Background: an optimization exercise with open tools, aiming at small area and a short achievable clock period. Do not read the settings as production practice.
In this exercise RTL edits were held to simulation tests only and were not proved equivalent to the original.
Power is estimated from default activity; no workload was simulated.

==> flow/run.sh <==
#!/bin/bash
# synth_recipe.tcl (not shown) runs the flow's synth.tcl, then flattens the netlist and writes it again
# the make line also repeats each setting of config.mk as NAME=value (left out here)
make -C /OpenROAD-flow-scripts/flow DESIGN_CONFIG=/design/flow/config.mk WORK_HOME=/design/flow/orfs CLKGATE_MAP_FILE= SYNTH_SCRIPT=/design/flow/synth_recipe.tcl finish
==> flow/config.mk <==
export PLATFORM = sky130hd
export DESIGN_NAME = systolic_row
export DESIGN_NICKNAME = systolic_row
export VERILOG_FILES = /design/flow/design.v
export SDC_FILE = /design/flow/constraint.sdc
export NUM_CORES = 4
export LEC_CHECK = 0
export CAP_MARGIN = 20
export CORE_MARGIN = 2
export CORE_UTILIZATION = 40
export SLEW_MARGIN = 20
==> flow/constraint.sdc <==
create_clock -name core_clock -period 10.5 [get_ports {i_clk}]
set_input_delay 2.1000 -clock core_clock [delete_from_list [all_inputs] [get_ports {i_clk}]]
set_output_delay 2.1000 -clock core_clock [all_outputs]
set_load 0.01 [all_outputs]
==> flow/design.v <==
package sa_pkg;
    typedef logic [8-1:0]    pixel_t;       
    typedef logic [8-1:0]    weight_t;      
    typedef logic [(8 + 8 + $clog2(3))-1:0] acc_t;         
    typedef struct packed {
        logic [3-1:0]                     shamt;   
        logic [4-1:0]                      mant;    
        logic [8-3-4-1:0]   pad;     
    } drum_pair_t;
    typedef union packed {
        pixel_t     plain;
        drum_pair_t pair;
    } operand_word_u;
endpackage
`timescale 1ns/10ps
module drum_encoder (
    input  sa_pkg::pixel_t     i_value,         
    output sa_pkg::drum_pair_t o_pair           
);
    logic [3-1:0] lead_pos;            
    logic [3-1:0] shamt;               
    logic [8-1:0]      shifted;             
    always_comb begin
        lead_pos = '0;
        for (int i = 0; i < 8; i++) begin
            if (i_value[i]) begin
                lead_pos = 3'(i);
            end
        end
    end
    assign shamt   = lead_pos - 3'(4 - 1);
    assign shifted = i_value >> shamt;
    always_comb begin
        o_pair.pad = '0;
        if (lead_pos < 3'(4)) begin
            o_pair.shamt = '0;
            o_pair.mant  = i_value[4-1:0];
        end else begin
            o_pair.shamt = shamt;
            o_pair.mant  = {shifted[4-1:1], 1'b1};   
        end
    end
endmodule
`timescale 1ns/10ps
module mac_pe (
    input  logic                  i_clk,
    input  logic                  i_rst_n,
    input  logic                  i_approx,      
    input  sa_pkg::operand_word_u i_operand,     
    input  sa_pkg::weight_t       i_weight,
    input  logic                  i_clear,       
    output sa_pkg::operand_word_u o_operand,     
    output sa_pkg::weight_t       o_weight,      
    output sa_pkg::acc_t          o_acc
);
    localparam int PROD_W = 8 + 8;
    sa_pkg::drum_pair_t         w_pair;          
    logic [2*4-1:0]    mant_prod;
    logic [3:0]       shift_sum;
    logic [PROD_W-1:0]          exact_prod;
    logic [PROD_W-1:0]          approx_prod;
    logic [PROD_W-1:0]          product;
    sa_pkg::acc_t               acc_q;
    drum_encoder u_weight_enc (
        .i_value (i_weight),
        .o_pair  (w_pair)
    );
    assign exact_prod = i_operand.plain * i_weight;
    assign mant_prod = i_operand.pair.mant * w_pair.mant;
    assign shift_sum = {1'b0, i_operand.pair.shamt} + {1'b0, w_pair.shamt};
    assign approx_prod = {{(PROD_W - 2*4){1'b0}}, mant_prod} << shift_sum;
    assign product = i_approx ? approx_prod : exact_prod;
    always_ff @(posedge i_clk or negedge i_rst_n) begin
        if (!i_rst_n) begin
            o_operand <= '0;
            o_weight  <= '0;
        end else begin
            o_operand <= i_operand;      
            o_weight  <= i_weight;
        end
    end
    always_ff @(posedge i_clk or negedge i_rst_n) begin
        if (!i_rst_n) begin
            acc_q <= '0;
        end else if (i_clear) begin
            acc_q <= '0;
        end else begin
            acc_q <= acc_q + {{((8 + 8 + $clog2(3)) - PROD_W){1'b0}}, product};
        end
    end
    assign o_acc = acc_q;
endmodule
`timescale 1ns/10ps
module systolic_row (
    input  logic                          i_clk,
    input  logic                          i_rst_n,
    input  logic                          i_approx,        
    input  sa_pkg::pixel_t                i_pixel,         
    input  logic [8*8-1:0]       i_weight,        
    input  logic [8-1:0]              i_clear,         
    output logic [8*(8 + 8 + $clog2(3))-1:0]    o_acc_result,    
    output logic [8-1:0]             o_pass_pixel,    
    output logic [8*8-1:0]       o_pass_weight    
);
    sa_pkg::drum_pair_t    pixel_pair;                     
    sa_pkg::operand_word_u entry_word;
    logic [8:0][8-1:0] operand_chain;             
    drum_encoder u_pixel_enc (
        .i_value (i_pixel),
        .o_pair  (pixel_pair)
    );
    always_comb begin
        entry_word.plain = i_pixel;
        if (i_approx) begin
            entry_word.pair = pixel_pair;    
        end
    end
    assign operand_chain[0] = entry_word;
    genvar n;
    generate
        for (n = 0; n < 8; n++) begin : g_pe
            mac_pe u_mac_pe (
                .i_clk      (i_clk),
                .i_rst_n    (i_rst_n),
                .i_approx   (i_approx),
                .i_operand  (operand_chain[n]),
                .i_weight   (i_weight[n*8 +: 8]),
                .i_clear    (i_clear[n]),
                .o_operand  (operand_chain[n+1]),
                .o_weight   (o_pass_weight[n*8 +: 8]),
                .o_acc      (o_acc_result[n*(8 + 8 + $clog2(3)) +: (8 + 8 + $clog2(3))])
            );
        end
    endgenerate
    assign o_pass_pixel = operand_chain[8];
endmodule
==> run summary <==
The run finished with no timing, DRC or antenna violations. Data on the critical path arrives at its endpoint at 10.33 ns. The later-pin clock latency in the skew report was 0.61 ns.

For this configuration, the core starts out at a cell density of 40.15%. In the routed design, unresolved DRC markers number 0. The final max-slew violation count is 0, and the total CTS buffers is 41. After the flow finishes, the layout carries non-filler instances totaling 6450. The worst register-to-register path ends at g_pe[4].u_mac_pe.acc_q[17]. For the count of TritonRoute iterations in the first routing pass, the log shows 6.

After clock tree synthesis, the clock-pin slew on the worst setup and hold paths is 0.06 ns. The tools report the cell at the root of the clock tree as sky130_fd_sc_hd__clkbuf_16. Counting flops with an async set or reset pin after synthesis yields a share of 100.0%. The initial antenna violation count is 2, and the pre-CTS worst setup slack is 0.1303 ns.

Compared with the post-synthesis result, the final layout area differs by 14.41%. Critical path class: input port to flop. The worst setup path is captured at a flop. The highest attainable clock frequency was 101.3 MHz. The smallest hold slack was 0.5521 ns; the total power was 11.86 mW. The logs give 0.03053 ns for the clock skew after layout and 104400 sq um for the area of the die. In the post-route analysis, the smallest setup slack over all paths is 0.6244 ns.

The first routing iteration left 2099 violations. Global routing used 21.85% of the available tracks. Setup repair after global routing left no endpoint under its margin. In the routed layout, each cell is associated on average with a via count of 5.368. In the synthesized netlist the dominant register cell turns out to be sky130_fd_sc_hd__dfrtp_1.

The tightest min-delay check is of the flop to flop type. The fraction of final layout cells sized beyond drive strength 1 is 4.389%, and the die height is 323.1 um. The count of flip-flops with a built-in enable after synthesis was 0; the gate count of the mapped netlist was 4836. Across all layers, the routed design uses 34620 vias. The share of the clock period used by the worst path after layout is 94.05%.

VDD sags by at most 0.1658 mV. The post-DP HPWL was 88.95 mm. Measured along the x axis, the die boundary spans 323.1 um. The hold violation count in the final report was 0; the total instance count after detailed placement was 6378. The run gives 3 as the number of warnings reported in the yosys synthesis log.

The synthesized area per cell was 8.423 sq um; the delay of the slowest critical-path stage was 0.56 ns. The count of maximum capacitance violations is 0, and the post-detailed-route wirelength per cell is 17.51 um. Post-CTS timing repair inserted 0 buffers for setup. The count of buffers added on input and output ports is 298. Aggregate negative setup slack: 0 ns. The core region is 101400 sq um. Entering global routing, the biggest net connects 107 pins. The number of H-tree levels was 2; the post-synthesis instance area was 40730 sq um. On the critical path, the stage with the largest delay is an instance of sky130_fd_sc_hd__clkdlybuf4s50_1. Summed over all layers, the routed wires come to 113.0 mm. The worst slew margin relative to its limit was 28.38%. The clock net in this run drives a total of 272 sinks. The via count of the first global-routing pass is 34810, and the fraction of the core area covered by cells at the end of the flow is 45.94%. Setup violations remaining at the end of the flow were counted as 0.

Leaving out fill and tap cells, the most frequent cell in the layout is sky130_fd_sc_hd__ha_1. The largest buffer count on any clock path was 3; the post-synthesis register bit count was 272. The largest driver fanout on the critical path was 8; the leakage power summed over all cells was 22.44 nW. The depth of the most critical reg-to-reg path came out at 24. The sequential share of the synthesized area came out at 16.71%. The count of pins on the block boundary is 299.

The startpoint identified for the worst hold timing path is g_pe[2].u_mac_pe.acc_q[17]. Gates resized during post-CTS repair numbered 0. Power spread over the standard cell area amounts to 254.4 nW/um^2. The final instance area came out at 46600 sq um. Counting every net in the synthesized netlist gives 5810. TritonCTS built the clock tree. The post-route minimum period was 9.876 ns; the internal reg-to-reg setup slack was 3.96 ns. The count of nets left with antenna violations after detail routing was 0; the number of distinct standard cells referenced by the synthesized netlist was 88. Buffers inserted to repair hold after CTS numbered 0. Reg-to-reg critical path startpoint: g_pe[3].u_mac_pe.o_operand[4]. For the site row count, the log shows 117. The endpoint required time on the critical path was 10.96 ns.

The final layout contains 6027 nets. Summing all placed instances gives a cell area of 45240 sq um. The tools report the overflow left after global routing as 0. The first global-routing pass estimated 184.4 mm of wire. The worst setup path is launched from an input port. At the pin with the least slew margin, the transition time is 1.067 ns. The top cell types in the final layout, fill and taps aside, are 555 x sky130_fd_sc_hd__ha_1, 546 x sky130_fd_sc_hd__inv_1, 452 x sky130_fd_sc_hd__nand2_1.

Along the worst hold path, the cell count comes to 2. The tools report the weighted congestion at the end of routability-driven global placement as 0.8946. Endpoint of the worst hold path: g_pe[2].u_mac_pe.acc_q[17].
worst max-delay path, delay by kind of cell:
family / cells / cell delay, ns
AOI/OAI and AO/OA: 10 / 2.54
xor gates and xnor gates: 2 / 0.31
adders and majority gates: 8 / 2.94
buffers and inverters: 6 / 1.07
muxes: 1 / 0.54
and+or+nand+nor: 7 / 0.80
registers in the layout, indices dropped and copies added (netlist names):
register	cells
g_pe.u_mac_pe.o_operand	64
g_pe.u_mac_pe.o_weight	64
g_pe.u_mac_pe.acc_q	144
worst max path at each step:
stage                    start                         end  cells past startpoint
floorplan           i_pixel[7]  g_pe[0].u_mac_pe.acc_q[15]                     30
global placement    i_pixel[2]  g_pe[0].u_mac_pe.acc_q[15]                     34
detailed placement  i_pixel[2]  g_pe[0].u_mac_pe.acc_q[15]                     34
CTS                 i_pixel[2]  g_pe[0].u_mac_pe.acc_q[15]                     34
global route        i_pixel[2]  g_pe[0].u_mac_pe.acc_q[15]                     34
finish              i_pixel[2]  g_pe[0].u_mac_pe.acc_q[15]                     34
cells by family after synthesis:
logic type      after synthesis  share of synthesized area, %
simple gates               1560                         18.87
compound gates             1068                         16.89
fa+ha+maj                   891                         33.56
buf+inv                     746                         6.890
flops                       272                         16.71
xor+xnor                    212                         4.559
mux                          87                         2.510
power breakdown:
group,internal [mW],leakage [nW],switching [mW]
Sequential,1.28,3.39,0.264
Clock,0.858,0.676,0.559
Combinational,3.90,18.4,4.99
cells in the mapped netlist (11+ instances only):
| cell | n | area (sq um) |
|---|---|---|
| sky130_fd_sc_hd__fa_1 | 336 | 6726 |
| sky130_fd_sc_hd__a21boi_0 | 11 | 82.58 |
| sky130_fd_sc_hd__o21bai_1 | 18 | 135.1 |
| sky130_fd_sc_hd__nand3_1 | 57 | 285.3 |
| sky130_fd_sc_hd__o2bb2ai_1 | 22 | 192.7 |
| sky130_fd_sc_hd__a21o_1 | 94 | 705.7 |
| sky130_fd_sc_hd__nor2b_1 | 106 | 663.1 |
| sky130_fd_sc_hd__o31ai_1 | 19 | 142.6 |
| sky130_fd_sc_hd__a211oi_1 | 31 | 232.7 |
| sky130_fd_sc_hd__mux2i_1 | 47 | 470.5 |
| sky130_fd_sc_hd__xor2_1 | 92 | 805.8 |
| sky130_fd_sc_hd__o22ai_1 | 49 | 306.5 |
| sky130_fd_sc_hd__a22oi_1 | 13 | 97.59 |
| sky130_fd_sc_hd__o21ai_0 | 240 | 1201 |
| sky130_fd_sc_hd__buf_1 | 14 | 52.55 |
| sky130_fd_sc_hd__or3_1 | 15 | 93.84 |
| sky130_fd_sc_hd__dfrtp_1 | 272 | 6807 |
| sky130_fd_sc_hd__a22o_1 | 13 | 113.9 |
| sky130_fd_sc_hd__o21a_1 | 40 | 300.3 |
| sky130_fd_sc_hd__clkbuf_1 | 180 | 675.7 |
| sky130_fd_sc_hd__and2_1 | 318 | 1989 |
| sky130_fd_sc_hd__o211ai_1 | 27 | 202.7 |
| sky130_fd_sc_hd__nand2_1 | 452 | 1697 |
| sky130_fd_sc_hd__nand2b_1 | 62 | 387.9 |
| sky130_fd_sc_hd__xnor2_1 | 120 | 1051 |
| sky130_fd_sc_hd__a21oi_1 | 289 | 1446 |
| sky130_fd_sc_hd__o311ai_0 | 18 | 157.7 |
| sky130_fd_sc_hd__nor3_1 | 81 | 405.4 |
| sky130_fd_sc_hd__inv_1 | 546 | 2049 |
| sky130_fd_sc_hd__a31oi_1 | 43 | 269.0 |
| sky130_fd_sc_hd__a221oi_1 | 12 | 105.1 |
| sky130_fd_sc_hd__nor2_1 | 373 | 1400 |
| sky130_fd_sc_hd__and3_1 | 20 | 125.1 |
| sky130_fd_sc_hd__o2111ai_1 | 12 | 105.1 |
| sky130_fd_sc_hd__mux2_2 | 31 | 349.1 |
| sky130_fd_sc_hd__nand4_1 | 15 | 93.84 |
| sky130_fd_sc_hd__ha_1 | 555 | 6944 |
metal layers:
layer	part of all wire, %	routed length [um]	GRT usage, %	up-vias
li1	-	-	-	16890
met1	46	51850	29.47	16840
met2	47	53420	37.10	753
met3	4.5	5049	2.786	137
met4	2.3	2626	5.251	2
met5	0.012	13	0	-
final cells by class:
type | instances | area [sq um]
timing repair buffer | 371 | 3537
inverter | 549 | 2062
tap | 1368 | 1712
antenna | 1 | 2.502
clock inverter | 17 | 181.4
multi-input combinational | 3818 | 31120
clock buffer | 54 | 1175
fill | 9991 | 54850
sequential | 272 | 6807

what the ideal ports hide:
No port has a modelled driver above. Below, the same layout with a new extraction and two added sets of constraints. Step 1 assumes that a clkbuf_16 drives the clock port and a buf_2 every other input. Step 2 moves the port delays by t, midway between the first and last clock arrival at a register: inputs arrive t later, outputs are due t later. That takes back most of the time a late clock gives input paths. Three values: no drivers, after step 1, after step 2; two values: the first two.
t (ns): 0.663
setup slack, ns: 0.624 / 0.667 / 0.005
worst setup path at the end: input to register
latest minus earliest clock arrival (ns): 0.033 / 0.033
After both steps this run still meets setup and hold. The setup slack of this run moves by +0.043 ns with the drivers and by -0.619 ns with both steps.
